Source: an optimization exercise on an open RTL-to-GDS flow (aim: a short achievable clock period and few clock cycles). Production flows keep margins and buffers that such runs may drop. In this exercise RTL edits were held to simulation tests only and were not proved equivalent to the original. Power figures rest on the tool's default switching activity, not on a simulated workload.

===== flow/design.v =====
`default_nettype none
package mips_pkg;
        typedef logic [31:0] word_t;
        localparam logic [5:0] OP_SPECIAL = 6'h00;
        localparam logic [5:0] OP_BEQ     = 6'h04;
        localparam logic [5:0] OP_BNE     = 6'h05;
        localparam logic [5:0] OP_BLEZ    = 6'h06;
        localparam logic [5:0] OP_BGTZ    = 6'h07;
        localparam logic [5:0] OP_ADDIU   = 6'h09;
        localparam logic [5:0] OP_LW      = 6'h23;
        localparam logic [5:0] OP_SW      = 6'h2B;
        localparam logic [5:0] FN_JR   = 6'h08;
        localparam logic [5:0] FN_ADDU = 6'h21;
        localparam logic [5:0] FN_SUBU = 6'h23;
        localparam logic [5:0] FN_AND  = 6'h24;
        localparam logic [5:0] FN_OR   = 6'h25;
        localparam logic [5:0] FN_SLT  = 6'h2A;
        localparam logic [4:0] REG_V0 = 5'd2;
endpackage
`default_nettype wire
`timescale 1ns/1ps
`default_nettype none
module mips_control (
        input  mips_pkg::word_t instr,
        output logic            uses_rs,
        output logic            uses_rt,
        output logic [4:0]      dest,
        output logic            alu_wr,      
        output logic            ld,
        output logic            ld_wr,       
        output logic            st,
        output logic            use_imm,
        output logic            op_sub,
        output logic            op_and,
        output logic            op_or,
        output logic            op_slt,
        output logic            br_eq,
        output logic            br_ne,
        output logic            br_lez,
        output logic            br_gtz,
        output logic            br_jr
);
        logic [5:0] opcode;
        logic [5:0] funct;
        logic       special;
        logic       r_alu;
        logic       alu_i;
        assign opcode  = instr[31:26];
        assign funct   = instr[5:0];
        assign special = (opcode == mips_pkg::OP_SPECIAL);
        always_comb begin
                op_sub = 1'b0;
                op_and = 1'b0;
                op_or  = 1'b0;
                op_slt = 1'b0;
                r_alu  = 1'b0;
                br_jr  = 1'b0;
                case (funct)
                        mips_pkg::FN_ADDU: r_alu = special;
                        mips_pkg::FN_SUBU: begin r_alu = special; op_sub = 1'b1; end
                        mips_pkg::FN_AND:  begin r_alu = special; op_and = 1'b1; end
                        mips_pkg::FN_OR:   begin r_alu = special; op_or  = 1'b1; end
                        mips_pkg::FN_SLT:  begin r_alu = special; op_slt = 1'b1; op_sub = 1'b1; end
                        mips_pkg::FN_JR:   br_jr = special;
                        default: ;
                endcase
                if (!special) begin
                        op_sub = 1'b0;
                        op_and = 1'b0;
                        op_or  = 1'b0;
                        op_slt = 1'b0;
                end
        end
        assign alu_i   = (opcode == mips_pkg::OP_ADDIU);
        assign ld      = (opcode == mips_pkg::OP_LW);
        assign st      = (opcode == mips_pkg::OP_SW);
        assign br_eq   = (opcode == mips_pkg::OP_BEQ);
        assign br_ne   = (opcode == mips_pkg::OP_BNE);
        assign br_lez  = (opcode == mips_pkg::OP_BLEZ);
        assign br_gtz  = (opcode == mips_pkg::OP_BGTZ);
        assign use_imm = !special;
        assign dest    = special ? instr[15:11] : instr[20:16];
        assign alu_wr  = (r_alu | alu_i) & (dest != 5'd0);
        assign ld_wr   = ld & (instr[20:16] != 5'd0);
        assign uses_rs = r_alu | br_jr | alu_i | ld | st | br_eq | br_ne | br_lez | br_gtz;
        assign uses_rt = r_alu | st | br_eq | br_ne;
endmodule
`default_nettype wire
`timescale 1ns/1ps
`default_nettype none
module mips_regfile (
        input  logic            clk,
        input  logic            arst_n,
        input  logic            we_e,
        input  logic [4:0]      wa_e,
        input  mips_pkg::word_t wd_e,
        input  logic            we_m,
        input  logic [4:0]      wa_m,
        input  mips_pkg::word_t wd_m,
        input  logic [4:0]      rs_addr,
        input  logic [4:0]      rt_addr,
        output mips_pkg::word_t rs_data,
        output mips_pkg::word_t rt_data,
        output mips_pkg::word_t v0
);
        mips_pkg::word_t regs [32];
        assign regs[0] = '0;
        for (genvar i = 1; i < 32; i++) begin : g_reg
                always_ff @(posedge clk or negedge arst_n) begin
                        if (!arst_n) begin
                                regs[i] <= '0;
                        end else if (we_e && wa_e == i) begin
                                regs[i] <= wd_e;
                        end else if (we_m && wa_m == i) begin
                                regs[i] <= wd_m;
                        end
                end
        end
        assign rs_data = regs[rs_addr];
        assign rt_data = regs[rt_addr];
        assign v0      = regs[mips_pkg::REG_V0];
endmodule
`default_nettype wire
`timescale 1ns/1ps
`default_nettype none
module mips_alu (
        input  mips_pkg::word_t a,
        input  mips_pkg::word_t b,
        input  mips_pkg::word_t opb,
        input  logic            cin,
        input  logic            op_and,
        input  logic            op_or,
        input  logic            op_slt,
        output mips_pkg::word_t sum,
        output mips_pkg::word_t result
);
        logic lt;
        assign sum = a + opb + {31'd0, cin};
        assign lt  = (a[31] ^ b[31]) ? a[31] : sum[31];
        always_comb begin
                if (op_and)      result = a & b;
                else if (op_or)  result = a | b;
                else if (op_slt) result = {31'd0, lt};
                else             result = sum;
        end
endmodule
`default_nettype wire
`timescale 1ns/1ps
`default_nettype none
module mips_pc_unit #(
        parameter mips_pkg::word_t RESET_VECTOR = 32'hBFC0_0000
) (
        input  logic            clk,
        input  logic            arst_n,
        input  logic            clk_enable,
        input  logic            stall,
        input  logic            taken,
        input  logic            take_jr,
        input  mips_pkg::word_t jr_target,
        input  mips_pkg::word_t offset,
        input  logic            e_mem,
        output mips_pkg::word_t pc,
        output logic            fv,
        output logic            active
);
        mips_pkg::word_t pc_plus4;
        mips_pkg::word_t br_target;
        mips_pkg::word_t next_pc;
        assign pc_plus4  = pc + 32'd4;
        assign br_target = pc + {offset[29:0], 2'b00};
        assign next_pc   = !taken ? pc_plus4 : take_jr ? jr_target : br_target;
        always_ff @(posedge clk or negedge arst_n) begin
                if (!arst_n) begin
                        pc     <= RESET_VECTOR;
                        fv     <= 1'b1;
                        active <= 1'b1;
                end else if (clk_enable) begin
                        if (fv && !stall) begin
                                pc <= next_pc;
                                fv <= (next_pc != '0);
                        end
                        if (!fv && !e_mem) begin
                                active <= 1'b0;
                        end
                end
        end
endmodule
`default_nettype wire
`timescale 1ns/1ps
`default_nettype none
module mips_cpu_harvard #(
        parameter mips_pkg::word_t RESET_VECTOR = 32'hBFC0_0000
) (
        input  logic            clk,
        input  logic            arst_n,
        output logic            active,
        output mips_pkg::word_t register_v0,
        input  logic            clk_enable,
        output mips_pkg::word_t instr_address,
        input  mips_pkg::word_t instr_readdata,
        output mips_pkg::word_t data_address,
        output logic            data_write,
        output logic            data_read,
        output mips_pkg::word_t data_writedata,
        input  mips_pkg::word_t data_readdata
);
        mips_pkg::word_t pc;
        logic            fv;
        logic            d_uses_rs, d_uses_rt;
        logic [4:0]      d_dest;
        logic            d_alu_wr, d_ld, d_ld_wr, d_st, d_use_imm;
        logic            d_sub, d_and, d_or, d_slt;
        logic            d_beq, d_bne, d_blez, d_bgtz, d_jr;
        logic [4:0]      rs, rt;
        mips_pkg::word_t rf_rs, rf_rt;
        mips_pkg::word_t fwd_rs, fwd_rt;
        logic            stall;
        logic            go;
        logic            e_alu_wr, e_ld, e_ld_wr, e_st;
        logic            e_and, e_or, e_slt;
        logic            e_beq, e_bne, e_blez, e_bgtz, e_jr;
        logic [4:0]      e_dest;
        mips_pkg::word_t e_a, e_b, e_opb, e_imm;
        logic            e_cin;
        mips_pkg::word_t alu_sum, alu_res;
        logic            a_zero, eq, taken;
        logic            m_ld, m_ld_wr, m_st;
        logic [4:0]      m_dest;
        mips_pkg::word_t m_addr, m_wdata;
        assign instr_address = pc;
        assign rs = instr_readdata[25:21];
        assign rt = instr_readdata[20:16];
        mips_control u_control (
                .instr   (instr_readdata),
                .uses_rs (d_uses_rs),
                .uses_rt (d_uses_rt),
                .dest    (d_dest),
                .alu_wr  (d_alu_wr),
                .ld      (d_ld),
                .ld_wr   (d_ld_wr),
                .st      (d_st),
                .use_imm (d_use_imm),
                .op_sub  (d_sub),
                .op_and  (d_and),
                .op_or   (d_or),
                .op_slt  (d_slt),
                .br_eq   (d_beq),
                .br_ne   (d_bne),
                .br_lez  (d_blez),
                .br_gtz  (d_bgtz),
                .br_jr   (d_jr)
        );
        mips_regfile u_regfile (
                .clk     (clk),
                .arst_n  (arst_n),
                .we_e    (clk_enable & e_alu_wr),
                .wa_e    (e_dest),
                .wd_e    (alu_res),
                .we_m    (clk_enable & m_ld_wr),
                .wa_m    (m_dest),
                .wd_m    (data_readdata),
                .rs_addr (rs),
                .rt_addr (rt),
                .rs_data (rf_rs),
                .rt_data (rf_rt),
                .v0      (register_v0)
        );
        always_comb begin
                if (e_alu_wr && e_dest == rs)     fwd_rs = alu_res;
                else if (m_ld_wr && m_dest == rs) fwd_rs = data_readdata;
                else                              fwd_rs = rf_rs;
                if (e_alu_wr && e_dest == rt)     fwd_rt = alu_res;
                else if (m_ld_wr && m_dest == rt) fwd_rt = data_readdata;
                else                              fwd_rt = rf_rt;
        end
        assign stall = e_ld_wr && ((d_uses_rs && e_dest == rs) || (d_uses_rt && e_dest == rt));
        assign go    = fv && !stall;
        always_ff @(posedge clk or negedge arst_n) begin
                if (!arst_n) begin
                        e_alu_wr  <= 1'b0;
                        e_ld      <= 1'b0;
                        e_ld_wr   <= 1'b0;
                        e_st      <= 1'b0;
                        e_and     <= 1'b0;
                        e_or      <= 1'b0;
                        e_slt     <= 1'b0;
                        e_beq     <= 1'b0;
                        e_bne     <= 1'b0;
                        e_blez    <= 1'b0;
                        e_bgtz    <= 1'b0;
                        e_jr      <= 1'b0;
                        e_dest    <= '0;
                        e_a       <= '0;
                        e_b       <= '0;
                        e_imm     <= '0;
                        e_opb     <= '0;
                        e_cin     <= 1'b0;
                end else if (clk_enable) begin
                        e_alu_wr  <= go & d_alu_wr;
                        e_ld      <= go & d_ld;
                        e_ld_wr   <= go & d_ld_wr;
                        e_st      <= go & d_st;
                        e_beq     <= go & d_beq;
                        e_bne     <= go & d_bne;
                        e_blez    <= go & d_blez;
                        e_bgtz    <= go & d_bgtz;
                        e_jr      <= go & d_jr;
                        e_and     <= d_and;
                        e_or      <= d_or;
                        e_slt     <= d_slt;
                        e_dest    <= d_dest;
                        e_a       <= fwd_rs;
                        e_b       <= fwd_rt;
                        e_imm     <= {{16{instr_readdata[15]}}, instr_readdata[15:0]};
                        e_opb     <= d_use_imm ? {{16{instr_readdata[15]}}, instr_readdata[15:0]}
                                               : (d_sub ? ~fwd_rt : fwd_rt);
                        e_cin     <= d_sub;
                end
        end
        mips_alu u_alu (
                .a      (e_a),
                .b      (e_b),
                .opb    (e_opb),
                .cin    (e_cin),
                .op_and (e_and),
                .op_or  (e_or),
                .op_slt (e_slt),
                .sum    (alu_sum),
                .result (alu_res)
        );
        assign a_zero = (e_a == '0);
        assign eq     = (e_a == e_b);
        assign taken  = (e_beq & eq) | (e_bne & ~eq) | (e_blez & (e_a[31] | a_zero)) |
                        (e_bgtz & ~e_a[31] & ~a_zero) | e_jr;
        mips_pc_unit #(
                .RESET_VECTOR (RESET_VECTOR)
        ) u_pc_unit (
                .clk        (clk),
                .arst_n     (arst_n),
                .clk_enable (clk_enable),
                .stall      (stall),
                .taken      (taken),
                .take_jr    (e_jr),
                .jr_target  (e_a),
                .offset     (e_imm),
                .e_mem      (e_ld | e_st),
                .pc         (pc),
                .fv         (fv),
                .active     (active)
        );
        always_ff @(posedge clk or negedge arst_n) begin
                if (!arst_n) begin
                        m_ld    <= 1'b0;
                        m_ld_wr <= 1'b0;
                        m_st    <= 1'b0;
                        m_dest  <= '0;
                        m_addr  <= '0;
                        m_wdata <= '0;
                end else if (clk_enable) begin
                        m_ld    <= e_ld;
                        m_ld_wr <= e_ld_wr;
                        m_st    <= e_st;
                        m_dest  <= e_dest;
                        m_addr  <= alu_sum;
                        m_wdata <= e_b;
                end
        end
        assign data_address   = m_addr;
        assign data_writedata = m_wdata;
        assign data_read      = m_ld;
        assign data_write     = m_st & clk_enable;
endmodule
`default_nettype wire

===== flow/run.sh =====
#!/bin/bash
# synth_recipe.tcl (not shown) runs the flow's synth.tcl, then flattens the netlist and writes it again
# the make line also repeats each setting of config.mk as NAME=value (left out here)
make -C /OpenROAD-flow-scripts/flow DESIGN_CONFIG=/design/flow/config.mk WORK_HOME=/design/flow/orfs CLKGATE_MAP_FILE= SYNTH_SCRIPT=/design/flow/synth_recipe.tcl finish

===== flow/config.mk =====
export PLATFORM = sky130hd
export DESIGN_NAME = mips_cpu_harvard
export DESIGN_NICKNAME = mips_cpu_harvard
export VERILOG_FILES = /design/flow/design.v
export SDC_FILE = /design/flow/constraint.sdc
export NUM_CORES = 4
export LEC_CHECK = 0
export CAP_MARGIN = 20
export CORE_MARGIN = 2
export CORE_UTILIZATION = 25
export PLACE_DENSITY = 0.4
export SETUP_SLACK_MARGIN = 0.3
export SLEW_MARGIN = 20

===== flow/constraint.sdc =====
create_clock -name core_clock -period 11.0 [get_ports {clk}]
set_input_delay 2.2000 -clock core_clock [delete_from_list [all_inputs] [get_ports {clk}]]
set_output_delay 2.2000 -clock core_clock [all_outputs]
set_load 0.01 [all_outputs]

==> metrics.md, run 1 <==
| Metric | Value |
|---|---|
| RSZ-0062 raised after global routing | `no` |
| Vias | `76448` |
| Share of cells above drive strength 1 | `10.6%` |
| All-layer global routing usage | `31.3%` |
| Crit end category | `flop` |
| Hold Crit Class | `reg -> reg` |
| Worst EP required | `11.73 ns` |
| CTS buffer count | `168` |
| Die area | `306000 µm²` |
| Synthesized area per cell | `8.85 µm²` |
| Root cell of the clock tree | `clkbuf_16` |
| Latest clock arrival within the worst-skew pair | `0.89 ns` |
| IO Pins | `198` |
| Status | `finished clean` |
| Critical path peak fanout | `29` |
| Reg clk slew, reported paths | `0.06 ns` |
| Ys Warns | `6` |
| Pins Over Slew Limit | `0` |
| Fin. Hold Viols | `0` |
| Antenna Nets Post-Route | `0` |
| CTS Hold Buffers Added | `0` |
| Antenna violations before repair | `40` |
| Pwr dens | `127 nW/µm²` |
| Core area | `300000 µm²` |
| Final setup violation count | `0` |
| Tot Pwr | `0.0111 W` |
| Slew headroom | `18.2%` |
| DRT Pass-1 Iters | `13` |
| First-iteration detailed-routing DRC count | `12767` |
| Vias per cell | `6.16` |
| Chip width | `554 µm` |
| CTS resizes | `0` |
| Buffers on Ports | `197` |
| Synthesized area | `75500 µm²` |
| Synth Instances | `8532` |
| Final Skew | `0.0785 ns` |
| WL/cell | `40.1 µm` |
| Cell variety after synth | `104` |
| Mapped Nets | `8726` |
| Max VDD drop | `125 µV` |
| Setup total negative slack | `0 ns` |
| Clk buf depth | `4` |
| GP Congestion | `0.972` |
| Register area share after synthesis | `40.7%` |
| First-pass GRT wire length | `661 mm` |
| Drt drc | `0` |
| CTS tree | `yes` |
| FFs w/ async S/R, synth | `100%` |
| DP HPWL | `316 mm` |
| Post-layout min period | `6.87 ns` |
| Max-cap violations | `0` |
| Design Area, Final | `87900 µm²` |
| Placed inst area | `82500 µm²` |
| Share of the clock period used by the worst path | `62.4%` |
| Worst Path Arrival | `7.59 ns` |
| Largest net degree at the start of global routing | `154` |
| Dominant register cell in the synthesized netlist | `dfrtp_1` |
| GRT overflow | `0` |
| Area grow syn2layout | `16.4%` |
| CTS sink count | `1228` |
| #FFs+latches synth | `1228` |
| Critical path type | `in -> reg` |
| Post-CTS Setup Bufs | `0` |
| Crit path launch type | `input port` |
| EDFF count, synth | `0` |
| Num rows | `201` |
| Flop2flop setup slack | `5.93 ns` |
| DIE HEIGHT | `554 µm` |
| Initial Util | `25.1%` |
| Final #Nets | `8522` |
| Cell leakage power | `37.1 nW` |
| WL final | `497 mm` |
| H-tree Lvls | `4` |
| Number of global-route vias before repair | `71390` |
| Worst-margin pin slew | `1.23 ns` |
| FMAX | `146 MHz` |
==> stage by stage <==
stage / setup slack, ns / hold WS, ns / utilization (%) / std cells
after CTS: 4.60 / 0.477 / 29.2 / 12395
final: 4.13 / 0.482 / 29.3 / 12411
after global routing: 4.35 / 0.491 / 29.3 / 12400
after floorplan: 5.71 / 0.450 / - / 8532
after detailed placement: 3.71 / 0.464 / 27.5 / 12114
after global placement: 3.59 / 0.460 / 27.4 / 12112
==> kinds of logic (layout without fill, tap and decap cells) <==
family                   count (synthesis)  after routing  synth area share [%]
flip-flops                            1228           1228                  40.7
buffers and inverters                  977            884                  4.97
multiplexers                          1042           1042                  14.0
AO/OA/AOI/OAI                         2666           2666                  22.8
AND/OR/NAND/NOR                       2399           2399                  14.2
adder cells (fa/ha/maj)                127            127                  2.13
other                                    0             14                     0
XOR/XNOR                                93             93                  1.08
==> worst max-delay path, stage by stage <==
cell	delay, ns
clkdlybuf4s50_1	0.83
nor2b_2	0.36
buf_4	0.29
and2_2	0.39
buf_4	0.44
a2111oi_0	0.55
nand3_1	0.17
nor4_1	0.79
o211ai_1	0.60
o21ai_1	0.36
xnor2_1	0.15
o21ai_0	0.09
mux2_2	0.28
==> worst paths after layout <==
path	start	endpoint	depth (start not counted)
worst max register to register	e_a[19]$_DFFE_PN0P_	e_a[0]$_DFFE_PN0P_	10
worst max-delay path	instr_readdata[19]	e_opb[2]$_DFFE_PN0P_	13
min in group asynchronous	arst_n	m_ld_wr$_DFFE_PN0P_	1
worst min-delay path	u_pc_unit.active$_DFFE_PN1P_	u_pc_unit.active$_DFFE_PN1P_	1
worst min register to register	u_pc_unit.active$_DFFE_PN1P_	u_pc_unit.active$_DFFE_PN1P_	1
max in group asynchronous	arst_n	u_regfile.regs[9][11]$_DFFE_PN0P_	3
==> per-layer routing <==
metal | vias up | track usage, % | share of wire (%)
met3 | 1655 | 8.67 | 10
met5 | - | 1.08 | 0.11
met4 | 22 | 17.8 | 7.0
met1 | 38250 | 40.3 | 40
met2 | 5755 | 46.6 | 42
li1 | 30766 | - | -
==> flip-flops by register name (all words and copies together), names as in the netlist, 5 cells and up <==
name and flops:
u_regfile.regs 992, e_a 32, e_b 32, e_opb 32
m_addr 32, m_wdata 32, u_pc_unit.pc 32, e_imm 16
e_dest 5, m_dest 5
==> report_power, final <==
| group | switching (W) | internal [W] | leakage (nW) | total [W] |
|---|---|---|---|---|
| combinational | 0.000751 | 0.000223 | 17.6 | 0.000974 |
| sequential | 0.0000551 | 0.00456 | 16.9 | 0.00461 |
| clock | 0.00231 | 0.00325 | 2.62 | 0.00555 |
==> cell usage after synthesis (all sizes together) (12+ instances only) <==
| cell type | count | area share [%] |
|---|---|---|
| a31oi | 22 | 0.18 |
| nor4 | 77 | 0.64 |
| a21o | 39 | 0.39 |
| a221oi | 16 | 0.19 |
| nor2b | 84 | 0.70 |
| a211oi | 95 | 0.95 |
| a22o | 28 | 0.32 |
| nor3b | 13 | 0.13 |
| and2 | 41 | 0.34 |
| inv | 115 | 0.57 |
| nor3 | 105 | 0.71 |
| a21oi | 556 | 3.7 |
| xnor2 | 56 | 0.65 |
| or3 | 19 | 0.16 |
| o21ai | 766 | 5.1 |
| nand3 | 165 | 1.1 |
| nand3b | 13 | 0.13 |
| nor2 | 566 | 2.8 |
| nand4 | 59 | 0.50 |
| o211ai | 51 | 0.51 |
| nand2 | 1066 | 5.3 |
| o221ai | 13 | 0.15 |
| a22oi | 809 | 8.0 |
| nand2b | 23 | 0.19 |
| or2 | 12 | 0.099 |
| ha | 124 | 2.1 |
| mux2 | 139 | 2.1 |
| mux2i | 903 | 12 |
| a222oi | 64 | 0.85 |
| dfrtp | 1217 | 40 |
| o31ai | 15 | 0.16 |
| buf | 126 | 0.74 |
| clkbuf | 733 | 3.7 |
| o21a | 28 | 0.28 |
| a2111oi | 37 | 0.46 |
| xor2 | 37 | 0.43 |
| and3 | 122 | 1.0 |
==> cells in the final DEF (no fill, tap or decap), types with 23 or more instances in the layout <==
cell type,n
nor2b_1,82
nand2b_1,23
ha_1,124
xnor2_1,56
a2111oi_0,34
buf_4,276
mux2_2,139
dfrtp_1,1216
nor2_1,481
and3_1,120
xor2_1,37
a21oi_1,550
inv_1,115
clkbuf_8,31
nand4_1,58
o21ai_0,739
nor2_4,83
a22o_1,28
a21o_1,38
o211ai_1,51
nor4_1,75
nand3_1,161
a211oi_1,94
o21a_1,28
mux2i_1,903
a222oi_1,64
nor3_1,95
a22oi_1,809
clkbuf_1,39
clkbuf_16,172
nand2_1,1055
clkdlybuf4s50_1,195
==> layout make-up <==
| type | count | area [µm²] |
|---|---|---|
| diodes | 14 | 35.0 |
| clock buffers | 242 | 4880 |
| clock inverters | 39 | 448 |
| fillers | 31606 | 212000 |
| inverters | 118 | 443 |
| multi-input cells | 6327 | 42100 |
| flip-flops and latches | 1228 | 30700 |
| well taps | 3958 | 4950 |
| repair buffers | 485 | 4320 |
Testbench counts, summed over its fixed seeds: cycles 21,449.
==> run 2: changes to the inputs <==
--- a/flow/design.v
+++ b/flow/design.v
@@ -91,12 +91,9 @@
 module mips_regfile (
         input  logic            clk,
         input  logic            arst_n,
-        input  logic            we_e,
-        input  logic [4:0]      wa_e,
-        input  mips_pkg::word_t wd_e,
-        input  logic            we_m,
-        input  logic [4:0]      wa_m,
-        input  mips_pkg::word_t wd_m,
+        input  logic            we,
+        input  logic [4:0]      wa,
+        input  mips_pkg::word_t wd,
         input  logic [4:0]      rs_addr,
         input  logic [4:0]      rt_addr,
         output mips_pkg::word_t rs_data,
@@ -109,10 +106,8 @@
                 always_ff @(posedge clk or negedge arst_n) begin
                         if (!arst_n) begin
                                 regs[i] <= '0;
-                        end else if (we_e && wa_e == i) begin
-                                regs[i] <= wd_e;
-                        end else if (we_m && wa_m == i) begin
-                                regs[i] <= wd_m;
+                        end else if (we && wa == i) begin
+                                regs[i] <= wd;
                         end
                 end
         end
@@ -158,7 +153,7 @@
         input  logic            take_jr,
         input  mips_pkg::word_t jr_target,
         input  mips_pkg::word_t offset,
-        input  logic            e_mem,
+        input  logic            e_busy,
         output mips_pkg::word_t pc,
         output logic            fv,
         output logic            active
@@ -179,7 +174,7 @@
                                 pc <= next_pc;
                                 fv <= (next_pc != '0);
                         end
-                        if (!fv && !e_mem) begin
+                        if (!fv && !e_busy) begin
                                 active <= 1'b0;
                         end
                 end
@@ -224,9 +219,9 @@
         logic            e_cin;
         mips_pkg::word_t alu_sum, alu_res;
         logic            a_zero, eq, taken;
-        logic            m_ld, m_ld_wr, m_st;
+        logic            m_ld, m_wr, m_st;
         logic [4:0]      m_dest;
-        mips_pkg::word_t m_addr, m_wdata;
+        mips_pkg::word_t m_addr, m_wdata, m_res, m_val;
         assign instr_address = pc;
         assign rs = instr_readdata[25:21];
         assign rt = instr_readdata[20:16];
@@ -253,12 +248,9 @@
         mips_regfile u_regfile (
                 .clk     (clk),
                 .arst_n  (arst_n),
-                .we_e    (clk_enable & e_alu_wr),
-                .wa_e    (e_dest),
-                .wd_e    (alu_res),
-                .we_m    (clk_enable & m_ld_wr),
-                .wa_m    (m_dest),
-                .wd_m    (data_readdata),
+                .we      (clk_enable & m_wr),
+                .wa      (m_dest),
+                .wd      (m_val),
                 .rs_addr (rs),
                 .rt_addr (rt),
                 .rs_data (rf_rs),
@@ -267,10 +259,10 @@
         );
         always_comb begin
                 if (e_alu_wr && e_dest == rs)     fwd_rs = alu_res;
-                else if (m_ld_wr && m_dest == rs) fwd_rs = data_readdata;
+                else if (m_wr && m_dest == rs)    fwd_rs = m_val;
                 else                              fwd_rs = rf_rs;
                 if (e_alu_wr && e_dest == rt)     fwd_rt = alu_res;
-                else if (m_ld_wr && m_dest == rt) fwd_rt = data_readdata;
+                else if (m_wr && m_dest == rt)    fwd_rt = m_val;
                 else                              fwd_rt = rf_rt;
         end
         assign stall = e_ld_wr && ((d_uses_rs && e_dest == rs) || (d_uses_rt && e_dest == rt));
@@ -343,7 +335,7 @@
                 .take_jr    (e_jr),
                 .jr_target  (e_a),
                 .offset     (e_imm),
-                .e_mem      (e_ld | e_st),
+                .e_busy     (e_ld_wr | e_st | e_alu_wr),
                 .pc         (pc),
                 .fv         (fv),
                 .active     (active)
@@ -351,20 +343,23 @@
         always_ff @(posedge clk or negedge arst_n) begin
                 if (!arst_n) begin
                         m_ld    <= 1'b0;
-                        m_ld_wr <= 1'b0;
+                        m_wr    <= 1'b0;
+                        m_res   <= '0;
                         m_st    <= 1'b0;
                         m_dest  <= '0;
                         m_addr  <= '0;
                         m_wdata <= '0;
                 end else if (clk_enable) begin
                         m_ld    <= e_ld;
-                        m_ld_wr <= e_ld_wr;
+                        m_wr    <= e_ld_wr | e_alu_wr;
+                        m_res   <= alu_res;
                         m_st    <= e_st;
                         m_dest  <= e_dest;
                         m_addr  <= alu_sum;
                         m_wdata <= e_b;
                 end
         end
+        assign m_val = m_ld ? data_readdata : m_res;
         assign data_address   = m_addr;
         assign data_writedata = m_wdata;
         assign data_read      = m_ld;
==> flow/flow/run.sh (new file) <==
#!/bin/bash
set -euo pipefail
MARGIN=$(cat flow/margin.txt)
bash standard.sh SETUP_SLACK_MARGIN=$MARGIN finish > make_finish.log 2>&1
test -s out/final.def
==> flow/flow/margin.txt (new file) <==
6.3
==> flow/standard.sh (new file) <==
#!/bin/bash
# synth_recipe.tcl (not shown) runs the flow's synth.tcl, then flattens the netlist and writes it again
# the make line also repeats each setting of config.mk as NAME=value (left out here)
make -C /OpenROAD-flow-scripts/flow DESIGN_CONFIG=/design/flow/config.mk WORK_HOME=/design/flow/orfs CLKGATE_MAP_FILE= SYNTH_SCRIPT=/design/flow/synth_recipe.tcl "${@:-finish}"
--- a/flow/config.mk
+++ b/flow/config.mk
@@ -8,6 +8,5 @@
 export CAP_MARGIN = 20
 export CORE_MARGIN = 2
 export CORE_UTILIZATION = 25
-export PLACE_DENSITY = 0.4
-export SETUP_SLACK_MARGIN = 0.3
+export PLACE_DENSITY = 0.45
 export SLEW_MARGIN = 20
removed: flow/run.sh
==> metrics.md, run 2 <==
| Metric | Value |
|---|---|
| Max VDD drop | `132 µV` |
| Synthesized area per cell | `9.20 µm²` |
| Post-layout min period | `4.80 ns` |
| Vias | `63562` |
| Final setup violation count | `0` |
| Buf/Inv on CP | `3` |
| Die area | `262000 µm²` |
| Dominant register cell in the synthesized netlist | `dfrtp_1` |
| Fillers | `26751` |
| Final setup margin | `6.20 ns` |
| Slew headroom | `15.7%` |
| Path depth of the worst reg2reg path | `14` |
| Vias per cell | `6.04` |
| Worst EP required | `11.66 ns` |
| Core area | `256000 µm²` |
| Hold Crit Start | `u_pc_unit.active$_DFFE_PN1P_` |
| Largest cells by area after synthesis | `dfrtp_1, a21oi_1, a22oi_1` |
| Post-layout util | `30.4%` |
| Largest net degree at the start of global routing | `184` |
| Placed Cells | `10164` |
| Worst path most repeated cell | `a21oi_1` |
| Register area share after synthesis | `49.0%` |
| Multiplexer share of the synthesized area | `2.94%` |
| Largest Register | `u_regfile.regs` |
| Critical path peak fanout | `17` |
| Initial Util | `25.1%` |
| GRT overflow | `0` |
| First-iteration detailed-routing DRC count | `11768` |
| Area grow syn2layout | `21.0%` |
| Number of global-route vias before repair | `59371` |
| Hold Crit Class | `reg -> reg` |
| Buffers on Ports | `197` |
| DP HPWL | `226 mm` |
| Synth Instances | `7004` |
| FMAX | `208 MHz` |
| Most frequent cells after synthesis | `dfrtp_1, nor2_1, a21oi_1, clkbuf_1, a22oi_1` |
| Chip width | `512 µm` |
| Adder-cell area share of the yosys netlist | `2.50%` |
| Synthesized area | `64400 µm²` |
| Max reg flops | `992` |
| Max-cap violations | `0` |
| Critical path, cell by cell | `buf_2 > nor3b_2 > and2_2 > buf_6 > buf_4 > a221oi_1 > nand3_1 > nor4_2 > o221ai_1 > o21ai_0 > mux2i_1 > a21oi_1 > a21oi_1` |
| Final Skew | `0.0535 ns` |
| Num rows | `186` |
| Latest clock arrival within the worst-skew pair | `0.86 ns` |
| Reg clk slew, reported paths | `0.06 ns` |
| Most frequent cells in the layout | `dfrtp_1, nor2_1, a21oi_1` |
| Share of the clock period used by the worst path | `43.6%` |
| XOR/XNOR share of the synthesized area | `1.39%` |
| Top delay family on crit path | `buffers and inverters` |
| Drt drc | `0` |
| Crit path launch type | `input port` |
| IO Pins | `198` |
| #FFs+latches synth | `1260` |
| CTS sink count | `1260` |
| Finished Layout Cells | `10526` |
| Setup total negative slack | `0 ns` |
| WL final | `365 mm` |
| Most numerous cell in the Yosys netlist | `dfrtp_1` |
| Largest family of logic cells by synthesized area | `compound AO/OA/AOI/OAI gates` |
| Status | `finished clean` |
| Clk buf depth | `3` |
| GP Congestion | `0.971` |
| H-tree Lvls | `4` |
| Pwr dens | `248 nW/µm²` |
| FFs w/ async S/R, synth | `100%` |
| Antenna Nets Post-Route | `0` |
| Critical path type | `in -> reg` |
| Hold Path Sink | `u_pc_unit.active$_DFFE_PN1P_` |
| WHS Path Cells | `2` |
| Reg-to-Reg End | `u_pc_unit.fv$_DFFE_PN1P_` |
| Final #Nets | `7203` |
| Setup WS pre-CTS | `4.32 ns` |
| RSZ-0062 raised after global routing | `yes` |
| WHS | `0.467 ns` |
| Cell variety after synth | `89` |
| Area share of the largest cell type after synthesis | `48.5%` |
| Post-synthesis compound-gate area fraction | `26.4%` |
| CP max stage delay | `0.47 ns` |
| Synth Area in Simple Gates | `13.4%` |
| WL/cell | `34.7 µm` |
| EDFF count, synth | `0` |
| CTS tree | `yes` |
| Root cell of the clock tree | `clkbuf_16` |
| DRT Pass-1 Iters | `15` |
| Worst-margin pin slew | `1.26 ns` |
| All-layer global routing usage | `26.9%` |
| Ys Warns | `6` |
| Fin. Hold Viols | `0` |
| DIE HEIGHT | `512 µm` |
| Mapped Nets | `7198` |
| First-pass GRT wire length | `499 mm` |
| Antenna violations before repair | `37` |
| Synth area leader | `dfrtp_1` |
| Crit end category | `flop` |
| Reg2reg start | `e_a[27]$_DFFE_PN0P_` |
| Flop2flop setup slack | `6.40 ns` |
| CTS buffer count | `153` |
| Worst Path Arrival | `5.46 ns` |
| Pins Over Slew Limit | `0` |
| Commonest non-fill, non-tap cell in the layout | `dfrtp_1` |
| Share of cells above drive strength 1 | `12.6%` |
| Cell at the slowest stage of the critical path | `and2_2` |
| Cell leakage power | `32.7 nW` |
==> run 2: routing by layer <==
| layer | vias to the layer above | track usage [%] | wire, µm |
|---|---|---|---|
| li1 | 25783 | - | - |
| met1 | 31538 | 36.1 | 149000 |
| met2 | 4845 | 38.9 | 151000 |
| met3 | 1366 | 8.68 | 44100 |
| met4 | 30 | 12.3 | 20500 |
| met5 | - | 0.511 | 488 |
==> run 2: worst max-delay path by stage <==
stage	start	endpoint	slack [ns]	cells after the start
5_1_grt	instr_readdata[29]	u_pc_unit.fv$_DFFE_PN1P_	6.22	14
3_5_place_dp	instr_readdata[18]	e_opb[19]$_DFFE_PN0P_	4.32	12
6_report	instr_readdata[16]	e_opb[1]$_DFFE_PN0P_	6.20	13
2_1_floorplan	clk_enable	data_write	5.89	5
4_1_cts	clk_enable	data_write	6.26	3
3_3_place_gp	instr_readdata[19]	e_opb[19]$_DFFE_PN0P_	4.33	12
==> run 2: stage by stage <==
step	instance area, µm²	power, W
after detailed placement	71100	0.0136
after global placement	70900	0.0135
final	77900	0.0193
after global routing	77900	0.0201
after CTS	77400	0.0190
after floorplan	64500	0.0107
==> run 2: tightest hold or removal path: cells and delay by family, from the launching register on <==
family / cells / cell delay (ns)
compound gates: 1 / 0.04
buf+inv: 1 / 0.05
flops: 1 / 0.38
==> run 2: report_power, final <==
group	total (W)	leakage (nW)	switching, W	internal (W)
combinational	0.00575	13.9	0.00349	0.00226
sequential	0.00826	16.3	0.00206	0.00620
clock	0.00532	2.53	0.00226	0.00306
==> run 2: kinds of logic after synthesis <==
group	count (synthesis)
mux	175
xor+xnor	102
simple gates	2017
flops	1260
compound gates	2590
buf+inv	733
fa+ha+maj	127
==> run 2: what timing repair did <==
action	in CTS	in global routing
setup endpoints to repair	107	72
pin swaps	27	9
setup buffers	49	9
hold buffers	0	0
gates cloned	3	2
resized for setup	145	62
==> run 2: final cells by class <==
class                      instances  area (µm²)  area share [%]
tap                             3384        4230            5.43
antenna                           15        37.5          0.0482
clock inverter                    61         813            1.04
clock buffer                     212        4400            5.65
sequential                      1260       31600            40.5
multi-input combinational       5012       31800            40.8
inverter                         109         413           0.530
timing repair buffer             473        4690            6.02
Testbench counts of run 2, summed over its fixed seeds: cycles 21,497.
==> run 3: changes to the inputs <==
--- a/flow/design.v
+++ b/flow/design.v
@@ -152,8 +152,9 @@
         input  logic            taken,
         input  logic            take_jr,
         input  mips_pkg::word_t jr_target,
+        input  logic            jr_zero,       
         input  mips_pkg::word_t offset,
-        input  logic            e_busy,
+        input  logic            busy,          
         output mips_pkg::word_t pc,
         output logic            fv,
         output logic            active
@@ -161,9 +162,15 @@
         mips_pkg::word_t pc_plus4;
         mips_pkg::word_t br_target;
         mips_pkg::word_t next_pc;
+        logic            seq_zero;
+        logic            br_zero;
+        logic            next_zero;
         assign pc_plus4  = pc + 32'd4;
         assign br_target = pc + {offset[29:0], 2'b00};
         assign next_pc   = !taken ? pc_plus4 : take_jr ? jr_target : br_target;
+        assign seq_zero  = (pc == 32'hFFFF_FFFC);
+        assign br_zero   = (br_target == '0);
+        assign next_zero = !taken ? seq_zero : take_jr ? jr_zero : br_zero;
         always_ff @(posedge clk or negedge arst_n) begin
                 if (!arst_n) begin
                         pc     <= RESET_VECTOR;
@@ -172,9 +179,9 @@
                 end else if (clk_enable) begin
                         if (fv && !stall) begin
                                 pc <= next_pc;
-                                fv <= (next_pc != '0);
+                                fv <= !next_zero;
                         end
-                        if (!fv && !e_busy) begin
+                        if (!fv && !busy) begin
                                 active <= 1'b0;
                         end
                 end
@@ -215,11 +222,12 @@
         logic            e_and, e_or, e_slt;
         logic            e_beq, e_bne, e_blez, e_bgtz, e_jr;
         logic [4:0]      e_dest;
-        mips_pkg::word_t e_a, e_b, e_opb, e_imm;
-        logic            e_cin;
+        mips_pkg::word_t e_a, e_b, e_imm, opb;
+        logic            e_sub, e_use_imm;
         mips_pkg::word_t alu_sum, alu_res;
         logic            a_zero, eq, taken;
-        logic            m_ld, m_wr, m_st;
+        logic            m_ld, m_wr, m_st, m_v0;
+        mips_pkg::word_t rf_v0;
         logic [4:0]      m_dest;
         mips_pkg::word_t m_addr, m_wdata, m_res, m_val;
         assign instr_address = pc;
@@ -255,7 +263,7 @@
                 .rt_addr (rt),
                 .rs_data (rf_rs),
                 .rt_data (rf_rt),
-                .v0      (register_v0)
+                .v0      (rf_v0)
         );
         always_comb begin
                 if (e_alu_wr && e_dest == rs)     fwd_rs = alu_res;
@@ -285,8 +293,8 @@
                         e_a       <= '0;
                         e_b       <= '0;
                         e_imm     <= '0;
-                        e_opb     <= '0;
-                        e_cin     <= 1'b0;
+                        e_sub     <= 1'b0;
+                        e_use_imm <= 1'b0;
                 end else if (clk_enable) begin
                         e_alu_wr  <= go & d_alu_wr;
                         e_ld      <= go & d_ld;
@@ -304,16 +312,16 @@
                         e_a       <= fwd_rs;
                         e_b       <= fwd_rt;
                         e_imm     <= {{16{instr_readdata[15]}}, instr_readdata[15:0]};
-                        e_opb     <= d_use_imm ? {{16{instr_readdata[15]}}, instr_readdata[15:0]}
-                                               : (d_sub ? ~fwd_rt : fwd_rt);
-                        e_cin     <= d_sub;
+                        e_sub     <= d_sub;
+                        e_use_imm <= d_use_imm;
                 end
         end
+        assign opb = e_use_imm ? e_imm : (e_sub ? ~e_b : e_b);
         mips_alu u_alu (
                 .a      (e_a),
                 .b      (e_b),
-                .opb    (e_opb),
-                .cin    (e_cin),
+                .opb    (opb),
+                .cin    (e_sub),
                 .op_and (e_and),
                 .op_or  (e_or),
                 .op_slt (e_slt),
@@ -334,8 +342,9 @@
                 .taken      (taken),
                 .take_jr    (e_jr),
                 .jr_target  (e_a),
+                .jr_zero    (a_zero),
                 .offset     (e_imm),
-                .e_busy     (e_ld_wr | e_st | e_alu_wr),
+                .busy       (e_ld | e_st),
                 .pc         (pc),
                 .fv         (fv),
                 .active     (active)
@@ -344,6 +353,7 @@
                 if (!arst_n) begin
                         m_ld    <= 1'b0;
                         m_wr    <= 1'b0;
+                        m_v0    <= 1'b0;
                         m_res   <= '0;
                         m_st    <= 1'b0;
                         m_dest  <= '0;
@@ -352,6 +362,7 @@
                 end else if (clk_enable) begin
                         m_ld    <= e_ld;
                         m_wr    <= e_ld_wr | e_alu_wr;
+                        m_v0    <= e_alu_wr && e_dest == mips_pkg::REG_V0;
                         m_res   <= alu_res;
                         m_st    <= e_st;
                         m_dest  <= e_dest;
@@ -360,6 +371,7 @@
                 end
         end
         assign m_val = m_ld ? data_readdata : m_res;
+        assign register_v0 = m_v0 ? m_res : rf_v0;
         assign data_address   = m_addr;
         assign data_writedata = m_wdata;
         assign data_read      = m_ld;
==> flow/flow/margin.txt (replaced) <==
6.7
==> metrics.md, run 3 <==
| Metric | Value |
|---|---|
| #FFs+latches synth | `1230` |
| CTS buffer count | `149` |
| DRT Pass-1 Iters | `10` |
| DIE HEIGHT | `510 µm` |
| Flop2flop setup slack | `6.82 ns` |
| Hold Crit Class | `reg -> reg` |
| Sequential Power Share | `44.1%` |
| Area share of the largest cell type after synthesis | `47.7%` |
| Largest net degree at the start of global routing | `155` |
| Worst-margin pin slew | `1.19 ns` |
| Die area | `260000 µm²` |
| Critical path peak fanout | `4` |
| Register area share after synthesis | `48.2%` |
| Cell variety after synth | `78` |
| FMAX | `211 MHz` |
| Pint | `0.0107 W` |
| Critical path type | `in -> out` |
| Worst Path Arrival | `2.55 ns` |
| Cell at the slowest stage of the critical path | `and2_4` |
| Dominant register cell in the synthesized netlist | `dfrtp_1` |
| DP HPWL | `238 mm` |
| Most frequent cells after synthesis | `dfrtp_1, nor2_1, a21oi_1, a22oi_1, nand2_1` |
| RSZ-0062 raised after global routing | `yes` |
| WL final | `386 mm` |
| Most frequent cells in the layout | `dfrtp_1, a22oi_1, a21oi_1` |
| Largest Register | `u_regfile.regs` |
| WL/cell | `36.0 µm` |
| Worst EP required | `8.80 ns` |
| Reg-to-Reg End | `e_b[24]$_DFFE_PN0P_` |
| Final Skew | `0.0376 ns` |
| H-tree Lvls | `4` |
| Ys Warns | `6` |
| Num rows | `185` |
| Synth Instances | `7167` |
| Path depth of the worst reg2reg path | `15` |
| Most numerous cell in the Yosys netlist | `dfrtp_1` |
| Chip width | `510 µm` |
| Initial Util | `25.2%` |
| Synthesized area per cell | `8.92 µm²` |
| Crit path launch type | `input port` |
| Synthesized area | `64000 µm²` |
| Pins Over Slew Limit | `0` |
| All-layer global routing usage | `28.9%` |
| CTS Hold Buffers Added | `0` |
| First-iteration detailed-routing DRC count | `10677` |
| Root cell of the clock tree | `clkbuf_16` |
| Antenna Nets Post-Route | `0` |
| GP Congestion | `0.967` |
| Clock power frac | `28.9%` |
| Drt drc | `0` |
| Tot Pwr | `0.0180 W` |
| Status | `finished clean` |
| Logic gate share of total power | `27.0%` |
| GRT overflow | `0` |
| Vias per cell | `5.94` |
| First-pass GRT wire length | `523 mm` |
| Reg clk slew, reported paths | `0.06 ns` |
| EDFF count, synth | `0` |
| Latest clock arrival within the worst-skew pair | `0.85 ns` |
| Commonest non-fill, non-tap cell in the layout | `dfrtp_1` |
| Clk buf depth | `3` |
| Critical path, cell by cell | `buf_16 > and2_4 > buf_6` |
| Area grow syn2layout | `22.2%` |
| Core area | `254000 µm²` |
| Placed Cells | `10295` |
| Pwr dens | `231 nW/µm²` |
| Net switching power figure | `0.00728 W` |
| CTS sink count | `1230` |
| FFs w/ async S/R, synth | `100%` |
| Share of cells above drive strength 1 | `14.4%` |
| CP max stage delay | `0.13 ns` |
| Buffers on Ports | `197` |
| Share of the clock period used by the worst path | `43.2%` |
| Worst setup path end | `data_write` |
| Max-cap violations | `0` |
| Post-layout util | `30.7%` |
| Max reg flops | `992` |
| Setup total negative slack | `0 ns` |
| Post-layout min period | `4.75 ns` |
| Number of global-route vias before repair | `59436` |
| Critical path startpoint | `clk_enable` |
| Final setup violation count | `0` |
| Fin. Hold Viols | `0` |
| Largest cells by area after synthesis | `dfrtp_1, a22oi_1, a21oi_1` |
| Finished Layout Cells | `10727` |
| Final #Nets | `7423` |
| Cell leakage power | `33.2 nW` |
| Slew headroom | `20.4%` |
| Synth area leader | `dfrtp_1` |
| Max VDD drop | `180 µV` |
| Reg2reg start | `e_sub$_DFFE_PN0P_` |
| CTS tree | `yes` |
| Antenna violations before repair | `27` |
| IO Pins | `198` |
| Crit end category | `primary output` |
| Mapped Nets | `7361` |
| Vias | `63683` |
| Switching share of power | `40.4%` |
[run 3: per-stage QoR]
step | instance area, µm² | hold slack [ns] | setup WS, ns
5_1_grt | 78100 | 0.515 | 6.24
2_1_floorplan | 64000 | 0.455 | 6.04
3_3_place_gp | 70200 | 0.478 | 4.34
3_5_place_dp | 70200 | 0.476 | 4.32
6_report | 78100 | 0.485 | 6.25
4_1_cts | 77500 | 0.489 | 6.25
[run 3: layout make-up]
cell class / instances / area (µm²)
diodes: 13 / 32.5
clock buffers: 202 / 4250
clock inverters: 68 / 816
fillers: 26483 / 176000
inverters: 103 / 390
multi-input cells: 5217 / 32100
flip-flops and latches: 1230 / 30800
well taps: 3366 / 4210
repair buffers: 528 / 5510
[run 3: repair_timing]
action / CTS / global route
setup endpoints to repair: 516 / 249
buffers inserted: 112 / 28
pin swaps: 58 / 16
resized for setup: 408 / 141
cloned: 9 / 0
[run 3: kinds of logic after synthesis]
family	count (synthesis)	synth area share [%]
adder cells (fa/ha/maj)	127	2.52
AND/OR/NAND/NOR	2193	14.4
buffers and inverters	721	4.31
XOR/XNOR	109	1.49
multiplexers	207	3.54
AO/OA/AOI/OAI	2580	25.5
flip-flops	1230	48.2
[run 3: how the worst min path moves through the flow]
stage | from | end | slack (ns) | cells after the start
floorplan | e_bgtz$_DFFE_PN0P_ | e_bgtz$_DFFE_PN0P_ | 0.46 | 1
global placement | e_beq$_DFFE_PN0P_ | e_beq$_DFFE_PN0P_ | 0.48 | 1
detailed placement | e_bne$_DFFE_PN0P_ | e_bne$_DFFE_PN0P_ | 0.48 | 1
CTS | e_bne$_DFFE_PN0P_ | e_bne$_DFFE_PN0P_ | 0.49 | 1
global route | u_pc_unit.active$_DFFE_PN1P_ | u_pc_unit.active$_DFFE_PN1P_ | 0.52 | 1
finish | e_bne$_DFFE_PN0P_ | e_bne$_DFFE_PN0P_ | 0.48 | 1
[run 3: critical path, delay by kind of cell]
family,cells,cell delay (ns)
buffers and inverters,2,0.22
AND/OR/NAND/NOR,1,0.13
[run 3: per-layer routing]
| metal | GRT usage [%] | share of wire [%] | vias to the layer above |
|---|---|---|---|
| li1 | - | - | 26195 |
| met1 | 38.3 | 40 | 31628 |
| met2 | 42.3 | 42 | 4636 |
| met3 | 8.81 | 11 | 1210 |
| met4 | 14.9 | 6.2 | 14 |
| met5 | 0 | 0.024 | - |
[run 3: power groups by stage]
stage	combinational, W	sequential [W]	clock (W)
after global placement	0.00451	0.00791	0
after CTS	0.00472	0.00782	0.00527
after global routing	0.00527	0.00800	0.00545
after floorplan	0.00275	0.00693	0
after detailed placement	0.00459	0.00788	0
final	0.00487	0.00796	0.00520
Testbench counts of run 3, summed over its fixed seeds: cycles 21,449.
==> run 4: changes to the inputs <==
==> flow/run.sh (new file) <==
#!/bin/bash
# synth_recipe.tcl (not shown) runs the flow's synth.tcl, then flattens the netlist and writes it again
# the make line also repeats each setting of config.mk as NAME=value (left out here)
make -C /OpenROAD-flow-scripts/flow DESIGN_CONFIG=/design/flow/config.mk WORK_HOME=/design/flow/orfs CLKGATE_MAP_FILE= SYNTH_SCRIPT=/design/flow/synth_recipe.tcl finish
--- a/flow/config.mk
+++ b/flow/config.mk
@@ -9,4 +9,5 @@
 export CORE_MARGIN = 2
 export CORE_UTILIZATION = 25
 export PLACE_DENSITY = 0.45
+export SETUP_SLACK_MARGIN = 5
 export SLEW_MARGIN = 20
removed: flow/flow/run.sh
removed: flow/flow/margin.txt
removed: flow/standard.sh
==> metrics.md, run 4 <==
| Metric | Value |
|---|---|
| Worst Path Arrival | `6.84 ns` |
| Mapped Nets | `7361` |
| #FFs+latches synth | `1230` |
| H-tree Lvls | `4` |
| First-iteration detailed-routing DRC count | `9849` |
| Number of global-route vias before repair | `58981` |
| Max VDD drop | `133 µV` |
| DP HPWL | `248 mm` |
| FMAX | `164 MHz` |
| Cell leakage power | `31.8 nW` |
| Synth area leader | `dfrtp_1` |
| Setup WS pre-CTS | `4.24 ns` |
| Chip width | `510 µm` |
| CTS buffer count | `147` |
| Antenna Nets Post-Route | `0` |
| Max-cap violations | `0` |
| Vias | `62836` |
| Register area | `30800 µm²` |
| Dominant register cell in the synthesized netlist | `dfrtp_1` |
| Final Skew | `0.0361 ns` |
| Multi-input gate area | `31400 µm²` |
| Worst-margin pin slew | `1.29 ns` |
| Crit path launch type | `input port` |
| Drt drc | `0` |
| Largest net degree at the start of global routing | `169` |
| Cell variety after synth | `78` |
| Initial Util | `25.2%` |
| DRT Pass-1 Iters | `12` |
| Status | `finished clean` |
| Post-layout util | `29.6%` |
| All-layer global routing usage | `28.2%` |
| IO Pins | `198` |
| Slew headroom | `13.6%` |
| Register area share after synthesis | `48.2%` |
| DIE HEIGHT | `510 µm` |
| Crit end category | `flop` |
| Hold Crit Class | `reg -> reg` |
| Final #Nets | `7274` |
| Pwr dens | `238 nW/µm²` |
| Root cell of the clock tree | `clkbuf_16` |
| WHS | `0.485 ns` |
| Critical path peak fanout | `18` |
| RSZ-0062 raised after global routing | `no` |
| Largest cells by area after synthesis | `dfrtp_1, a22oi_1, a21oi_1` |
| Share of the clock period used by the worst path | `55.5%` |
| Synth Instances | `7167` |
| Most frequent cells after synthesis | `dfrtp_1, nor2_1, a21oi_1, a22oi_1, nand2_1` |
| FFs w/ async S/R, synth | `100%` |
| Fillers | `26663` |
| CTS sink count | `1230` |
| Die area | `260000 µm²` |
| Setup total negative slack | `0 ns` |
| Max reg flops | `992` |
| CTS Hold Buffers Added | `0` |
| Clk buf depth | `3` |
| GRT overflow | `0` |
| WL/cell | `35.6 µm` |
| Fin. Hold Viols | `0` |
| Worst EP required | `11.73 ns` |
| Most numerous cell in the Yosys netlist | `dfrtp_1` |
| Antenna violations before repair | `29` |
| Commonest non-fill, non-tap cell in the layout | `dfrtp_1` |
| Area share of the largest cell type after synthesis | `47.7%` |
| CTS tree | `yes` |
| Buffers on Ports | `197` |
| Ys Warns | `6` |
| Final setup violation count | `0` |
| WL final | `377 mm` |
| Num rows | `185` |
| Pins Over Slew Limit | `0` |
| EDFF count, synth | `0` |
| Area grow syn2layout | `17.7%` |
| Reg clk slew, reported paths | `0.07 ns` |
| Core area | `254000 µm²` |
| Synthesized area per cell | `8.92 µm²` |
| Largest Register | `u_regfile.regs` |
| Post-layout min period | `6.10 ns` |
| Design Area, Final | `75300 µm²` |
| Vias per cell | `5.94` |
| Latest clock arrival within the worst-skew pair | `0.84 ns` |
| GP Congestion | `0.980` |
| First-pass GRT wire length | `510 mm` |
| Synthesized area | `64000 µm²` |
| Share of cells above drive strength 1 | `10.5%` |
| Final setup margin | `4.90 ns` |
| Critical path type | `in -> reg` |
| Placed inst area | `70200 µm²` |
| Most frequent cells in the layout | `dfrtp_1, a22oi_1, a21oi_1` |
[run 4: power by group]
| part | total [W] | leakage [nW] | internal [W] | switching, W |
|---|---|---|---|---|
| Sequential | 0.00804 | 16.0 | 0.00595 | 0.00209 |
| Combinational | 0.00477 | 13.4 | 0.00171 | 0.00306 |
| Clock | 0.00513 | 2.40 | 0.00297 | 0.00215 |
[run 4: final timing paths]
kind | startpoint | to | slack (ns) | cells after the start
worst max-delay path | instr_readdata[18] | e_b[24]$_DFFE_PN0P_ | 4.90 | 12
worst min-delay path | m_addr[25]$_DFFE_PN0P_ | m_addr[25]$_DFFE_PN0P_ | 0.48 | 2
worst max register to register | e_use_imm$_DFFE_PN0P_ | e_b[0]$_DFFE_PN0P_ | 5.40 | 14
worst min register to register | m_addr[25]$_DFFE_PN0P_ | m_addr[25]$_DFFE_PN0P_ | 0.48 | 2
max in group asynchronous | arst_n | m_v0$_DFFE_PN0P_ | 7.26 | 3
min in group asynchronous | arst_n | u_regfile.regs[12][3]$_DFFE_PN0P_ | 1.31 | 1
[run 4: logic make-up (layout without fill, tap and decap cells)]
| kind of cell | after synthesis | after routing | synth area share (%) |
|---|---|---|---|
| compound gates | 2580 | 2580 | 25.5 |
| simple gates | 2193 | 2193 | 14.4 |
| flops | 1230 | 1230 | 48.2 |
| buf+inv | 721 | 741 | 4.31 |
| mux | 207 | 207 | 3.54 |
| fa+ha+maj | 127 | 127 | 2.52 |
| xor+xnor | 109 | 109 | 1.49 |
| other cells | 0 | 20 | 0 |
[run 4: area by class of cell]
type | instances | area share, %
clock buffers | 202 | 5.49
multi-input cells | 5216 | 41.7
flip-flops and latches | 1230 | 40.9
well taps | 3366 | 5.60
repair buffers | 382 | 4.62
inverters | 103 | 0.514
clock inverters | 54 | 1.04
diodes | 20 | 0.0665
[run 4: what timing repair did]
action                                  CTS  global route
endpoints found under the setup margin    0             3
endpoints found under the hold margin     0             0
setup buffers                             0             5
resized for setup                         0             1
[run 4: per-layer routing]
layer  global-route usage, %  share of wire, %  wire length (µm)
met1                    37.3                41            154000
met4                    13.6               5.7             21500
met5                       0             0.028               105
met3                    8.81                11             42200
met2                    41.5                42            159000
[run 4: metrics by stage]
stage	power (W)	cells
after detailed placement	0.0126	10291
after global routing	0.0186	10560
final	0.0179	10573
after floorplan	0.00968	7167
after global placement	0.0126	10290
after CTS	0.0178	10547
[run 4: worst max-delay path: stages]
cell and delay [ns]:
clkdlybuf4s50_1 0.71, nand2b_1 0.56, nor2_4 1.17, buf_4 0.54, a22oi_1 0.12, nand2_1 0.10, nor2_1 0.05, nand4_1 0.11
nor4_1 0.07, mux2i_1 0.78, nand2_1 0.18, a31oi_1 0.20
==> run 5: changes to the inputs <==
--- a/flow/design.v
+++ b/flow/design.v
@@ -216,7 +216,6 @@
         logic [4:0]      rs, rt;
         mips_pkg::word_t rf_rs, rf_rt;
         mips_pkg::word_t fwd_rs, fwd_rt;
-        logic            stall;
         logic            go;
         logic            e_alu_wr, e_ld, e_ld_wr, e_st;
         logic            e_and, e_or, e_slt;
@@ -225,6 +224,8 @@
         mips_pkg::word_t e_a, e_b, e_imm, opb;
         logic            e_sub, e_use_imm;
         mips_pkg::word_t alu_sum, alu_res;
+        logic            e_a_ld, e_b_ld, e_a_m, e_b_m, e_late, e_alu_late;
+        mips_pkg::word_t x_a, x_b, opb_fwd, alu_fwd;
         logic            a_zero, eq, taken;
         logic            m_ld, m_wr, m_st, m_v0;
         mips_pkg::word_t rf_v0;
@@ -266,15 +267,16 @@
                 .v0      (rf_v0)
         );
         always_comb begin
-                if (e_alu_wr && e_dest == rs)     fwd_rs = alu_res;
+                if (e_alu_wr && e_dest == rs)     fwd_rs = alu_fwd;
                 else if (m_wr && m_dest == rs)    fwd_rs = m_val;
                 else                              fwd_rs = rf_rs;
-                if (e_alu_wr && e_dest == rt)     fwd_rt = alu_res;
+                if (e_alu_wr && e_dest == rt)     fwd_rt = alu_fwd;
                 else if (m_wr && m_dest == rt)    fwd_rt = m_val;
                 else                              fwd_rt = rf_rt;
         end
-        assign stall = e_ld_wr && ((d_uses_rs && e_dest == rs) || (d_uses_rt && e_dest == rt));
-        assign go    = fv && !stall;
+        assign e_late     = e_a_ld | e_b_ld | e_a_m | e_b_m;
+        assign e_alu_late = e_alu_wr & e_late;
+        assign go         = fv;
         always_ff @(posedge clk or negedge arst_n) begin
                 if (!arst_n) begin
                         e_alu_wr  <= 1'b0;
@@ -292,6 +294,10 @@
                         e_dest    <= '0;
                         e_a       <= '0;
                         e_b       <= '0;
+                        e_a_ld    <= 1'b0;
+                        e_b_ld    <= 1'b0;
+                        e_a_m     <= 1'b0;
+                        e_b_m     <= 1'b0;
                         e_imm     <= '0;
                         e_sub     <= 1'b0;
                         e_use_imm <= 1'b0;
@@ -311,15 +317,21 @@
                         e_dest    <= d_dest;
                         e_a       <= fwd_rs;
                         e_b       <= fwd_rt;
+                        e_a_ld    <= e_ld_wr && e_dest == rs;
+                        e_b_ld    <= e_ld_wr && e_dest == rt;
+                        e_a_m     <= e_alu_late && e_dest == rs;
+                        e_b_m     <= e_alu_late && e_dest == rt;
                         e_imm     <= {{16{instr_readdata[15]}}, instr_readdata[15:0]};
                         e_sub     <= d_sub;
                         e_use_imm <= d_use_imm;
                 end
         end
-        assign opb = e_use_imm ? e_imm : (e_sub ? ~e_b : e_b);
+        assign x_a = e_a_ld ? data_readdata : e_a_m ? m_res : e_a;
+        assign x_b = e_b_ld ? data_readdata : e_b_m ? m_res : e_b;
+        assign opb = e_use_imm ? e_imm : (e_sub ? ~x_b : x_b);
         mips_alu u_alu (
-                .a      (e_a),
-                .b      (e_b),
+                .a      (x_a),
+                .b      (x_b),
                 .opb    (opb),
                 .cin    (e_sub),
                 .op_and (e_and),
@@ -328,20 +340,32 @@
                 .sum    (alu_sum),
                 .result (alu_res)
         );
-        assign a_zero = (e_a == '0);
-        assign eq     = (e_a == e_b);
-        assign taken  = (e_beq & eq) | (e_bne & ~eq) | (e_blez & (e_a[31] | a_zero)) |
-                        (e_bgtz & ~e_a[31] & ~a_zero) | e_jr;
+        assign opb_fwd = e_use_imm ? e_imm : (e_sub ? ~e_b : e_b);
+        mips_alu u_alu_fwd (
+                .a      (e_a),
+                .b      (e_b),
+                .opb    (opb_fwd),
+                .cin    (e_sub),
+                .op_and (e_and),
+                .op_or  (e_or),
+                .op_slt (e_slt),
+                .sum    (),
+                .result (alu_fwd)
+        );
+        assign a_zero = (x_a == '0);
+        assign eq     = (x_a == x_b);
+        assign taken  = (e_beq & eq) | (e_bne & ~eq) | (e_blez & (x_a[31] | a_zero)) |
+                        (e_bgtz & ~x_a[31] & ~a_zero) | e_jr;
         mips_pc_unit #(
                 .RESET_VECTOR (RESET_VECTOR)
         ) u_pc_unit (
                 .clk        (clk),
                 .arst_n     (arst_n),
                 .clk_enable (clk_enable),
-                .stall      (stall),
+                .stall      (1'b0),
                 .taken      (taken),
                 .take_jr    (e_jr),
-                .jr_target  (e_a),
+                .jr_target  (x_a),
                 .jr_zero    (a_zero),
                 .offset     (e_imm),
                 .busy       (e_ld | e_st),
@@ -367,7 +391,7 @@
                         m_st    <= e_st;
                         m_dest  <= e_dest;
                         m_addr  <= alu_sum;
-                        m_wdata <= e_b;
+                        m_wdata <= x_b;
                 end
         end
         assign m_val = m_ld ? data_readdata : m_res;
==> flow/flow/run.sh (new file) <==
#!/bin/bash
set -euo pipefail
MARGIN=$(cat flow/margin.txt)
bash standard.sh SETUP_SLACK_MARGIN=$MARGIN finish > make_finish.log 2>&1
test -s out/final.def
==> flow/flow/margin.txt (new file) <==
6.7
==> flow/standard.sh (new file) <==
#!/bin/bash
# synth_recipe.tcl (not shown) runs the flow's synth.tcl, then flattens the netlist and writes it again
# the make line also repeats each setting of config.mk as NAME=value (left out here)
make -C /OpenROAD-flow-scripts/flow DESIGN_CONFIG=/design/flow/config.mk WORK_HOME=/design/flow/orfs CLKGATE_MAP_FILE= SYNTH_SCRIPT=/design/flow/synth_recipe.tcl "${@:-finish}"
--- a/flow/config.mk
+++ b/flow/config.mk
@@ -9,5 +9,4 @@
 export CORE_MARGIN = 2
 export CORE_UTILIZATION = 25
 export PLACE_DENSITY = 0.45
-export SETUP_SLACK_MARGIN = 5
 export SLEW_MARGIN = 20
removed: flow/run.sh
==> metrics.md, run 5 <==
| Metric | Value |
|---|---|
| Placed inst area | `75000 µm²` |
| Final #Nets | `7931` |
| Final setup margin | `6.09 ns` |
| DRT Pass-1 Iters | `14` |
| Fin. Hold Viols | `0` |
| Worst-margin pin slew | `1.33 ns` |
| Final Skew | `0.0626 ns` |
| First-pass GRT wire length | `541 mm` |
| Chip width | `526 µm` |
| Cell leakage power | `35.4 nW` |
| Max-cap violations | `0` |
| FMAX | `204 MHz` |
| Post-layout util | `31.2%` |
| Mapped Nets | `7826` |
| #FFs+latches synth | `1234` |
| Worst Path Arrival | `5.63 ns` |
| Crit path launch type | `input port` |
| Latest clock arrival within the worst-skew pair | `0.86 ns` |
| Dominant register cell in the synthesized netlist | `dfrtp_1` |
| All-layer global routing usage | `27.5%` |
| Reg clk slew, reported paths | `0.06 ns` |
| CTS tree | `yes` |
| Ys Warns | `6` |
| Area grow syn2layout | `23.9%` |
| Synth area leader | `dfrtp_1` |
| Placed Cells | `10908` |
| Vias per cell | `6.04` |
| Drt drc | `0` |
| Cell at the slowest stage of the critical path | `fa_2` |
| Design Area, Final | `84400 µm²` |
| GRT overflow | `0` |
| Critical path peak fanout | `3` |
| Antenna Nets Post-Route | `0` |
| First-iteration detailed-routing DRC count | `11647` |
| Vias | `68888` |
| Buffers on Ports | `197` |
| CTS Hold Buffers Added | `0` |
| Pins Over Slew Limit | `0` |
| Most frequent cells after synthesis | `dfrtp_1, nor2_1, a21oi_1, nand2_1, clkbuf_1` |
| Max VDD drop | `151 µV` |
| EDFF count, synth | `0` |
| Largest Register | `u_regfile.regs` |
| Most frequent cells in the layout | `dfrtp_1, nor2_1, a21oi_1` |
| Hold Crit Class | `reg -> reg` |
| WL/cell | `34.7 µm` |
| Cell variety after synth | `84` |
| Root cell of the clock tree | `clkbuf_16` |
| Buf/Inv on CP | `5` |
| Area share of the largest cell type after synthesis | `45.0%` |
| Antenna violations before repair | `32` |
| Worst path most repeated cell | `a21oi_4` |
| CP max stage delay | `0.38 ns` |
| Commonest non-fill, non-tap cell in the layout | `dfrtp_1` |
| Setup WS pre-CTS | `3.59 ns` |
| Share of the clock period used by the worst path | `44.6%` |
| FFs w/ async S/R, synth | `100%` |
| Number of global-route vias before repair | `65075` |
| Core area | `271000 µm²` |
| Status | `finished clean` |
| Die area | `276000 µm²` |
| Synth Instances | `7598` |
| Synthesized area per cell | `8.96 µm²` |
| DIE HEIGHT | `526 µm` |
| Final setup violation count | `0` |
| Critical path, cell by cell | `buf_8 > nand2_4 > o21a_1 > xnor2_1 > o21a_1 > fa_2 > buf_4 > buf_6 > a211oi_4 > o21ai_2 > a21oi_4 > buf_12 > a21oi_4 > a21oi_4 > buf_6 > o21bai_4 > a2111oi_4 > nor3_1 > xor2_1 > a221oi_2 > nor2_1` |
| Max reg flops | `992` |
| Synthesized area | `68100 µm²` |
| Largest net degree at the start of global routing | `152` |
| GP Congestion | `0.986` |
| Share of cells above drive strength 1 | `16.9%` |
| Crit end category | `flop` |
| Critical path type | `in -> reg` |
| Setup total negative slack | `0 ns` |
| Most numerous cell in the Yosys netlist | `dfrtp_1` |
| Post-layout min period | `4.91 ns` |
| Clk buf depth | `3` |
| Register area share after synthesis | `45.4%` |
| Worst EP required | `11.72 ns` |
| H-tree Lvls | `4` |
| RSZ-0062 raised after global routing | `yes` |
| DP HPWL | `245 mm` |
| Finished Layout Cells | `11412` |
| Largest cells by area after synthesis | `dfrtp_1, a21oi_1, nor2_1` |
| Num rows | `191` |
| CTS sink count | `1234` |
| IO Pins | `198` |
| Initial Util | `25.1%` |
| Slew headroom | `11.0%` |
| CTS buffer count | `149` |
| Pwr dens | `225 nW/µm²` |
| WL final | `396 mm` |
| Top delay family on crit path | `compound AO/OA/AOI/OAI gates` |
run 5: changes by cell type after synthesis, sizes merged, moves of 65 or more:
cell	before	now
a221oi	11	188
nand2	766	599
a22o	7	226
a22oi	886	471
nor2	950	1064
mux2i	53	118
run 5: final cells by class:
type / count / area [µm²]
fill: 27977 / 186000
multi-input combinational: 5574 / 37300
sequential: 1234 / 30900
clock inverter: 55 / 683
timing repair buffer: 605 / 6030
clock buffer: 216 / 4360
inverter: 139 / 526
tap: 3570 / 4470
antenna: 19 / 47.5
run 5: cells by family after synthesis:
kind of cell	Yosys count	synth area share [%]
AO/OA/AOI/OAI	2772	26.7
XOR/XNOR	158	2.03
adder cells (fa/ha/maj)	161	3.01
buffers and inverters	799	4.51
flip-flops	1234	45.4
multiplexers	293	4.63
AND/OR/NAND/NOR	2181	13.7
run 5: worst paths after layout:
check                                        start                           endpoint  slack, ns  cells after the start
worst max-delay path              data_readdata[0]              m_res[19]$_DFFE_PN0P_       6.09                     21
worst min-delay path            e_b_ld$_DFFE_PN0P_                 e_b_ld$_DFFE_PN0P_       0.50                      1
worst max register to register   e_b_m$_DFFE_PN0P_             m_addr[30]$_DFFE_PN0P_       6.35                     19
worst min register to register  e_b_ld$_DFFE_PN0P_                 e_b_ld$_DFFE_PN0P_       0.50                      1
max in group asynchronous                   arst_n                  e_b_m$_DFFE_PN0P_       7.34                      3
min in group asynchronous                   arst_n  u_regfile.regs[11][8]$_DFFE_PN0P_       1.33                      1
run 5: stage by stage:
| stage | hold WS [ns] | total power [W] |
|---|---|---|
| 2_1_floorplan | 0.455 | 0.0102 |
| 3_5_place_dp | 0.487 | 0.0129 |
| 5_1_grt | 0.513 | 0.0198 |
| 6_report | 0.502 | 0.0190 |
| 3_3_place_gp | 0.476 | 0.0129 |
| 4_1_cts | 0.502 | 0.0185 |
run 5: where the power goes:
group / switching, W / internal [W] / total [W] / leakage (nW)
Sequential: 0.00189 / 0.00598 / 0.00787 / 16.0
Clock: 0.00219 / 0.00299 / 0.00518 / 2.48
Combinational: 0.00354 / 0.00239 / 0.00593 / 17.0
Total: 0.00762 / 0.0114 / 0.0190 / 35.4
run 5: per-layer routing:
layer	track usage (%)	wire, µm
met5	0.0693	195
met4	15.2	27300
met3	8.95	46600
met2	41.1	168000
met1	34.9	154000
run 5: repair_timing:
action                     CTS  global route
setup endpoints to repair  191           564
pin swaps                  105           102
setup buffers              122            78
hold endpoints to repair     0             0
resized for setup          609           252
cloned                       7             5
Testbench counts of run 5, summed over its fixed seeds: cycles 21,388.

port drivers added, routing unchanged:
How much do the figures lean on ideal ports? The routed layouts below were timed once more, with nothing changed but the port constraints. Step 1, drivers: a clkbuf_16 drives clk and a buf_2 each remaining input, both assumed. Step 2 also shifts input and output timing later by t, the mid clock arrival at the registers, as if the neighbouring blocks saw the same clock. Three values: ideal ports, drivers, drivers and shift; two values: the first two.
run | shift t [ns] | setup slack, ns | worst setup path at the end | clock arrival spread, ns
run 1 | 0.956 | 4.135 / 4.216 / 3.260 | input to register | 0.079 / 0.079
run 2 | 0.916 | 6.203 / 6.130 / 5.248 | input to register | 0.060 / 0.060
run 3 | 0.921 | 6.253 / 5.969 / 5.538 | input to register | 0.041 / 0.041
run 4 | 0.910 | 4.896 / 4.735 / 3.825 | input to register | 0.052 / 0.052
run 5 | 0.929 | 6.091 / 6.073 / 5.144 | input to register | 0.065 / 0.065
After both steps every run listed still meets setup and hold. For run 4, which loses most, drivers alone change the setup slack by -0.161 ns; drivers and shift together by -1.071 ns.
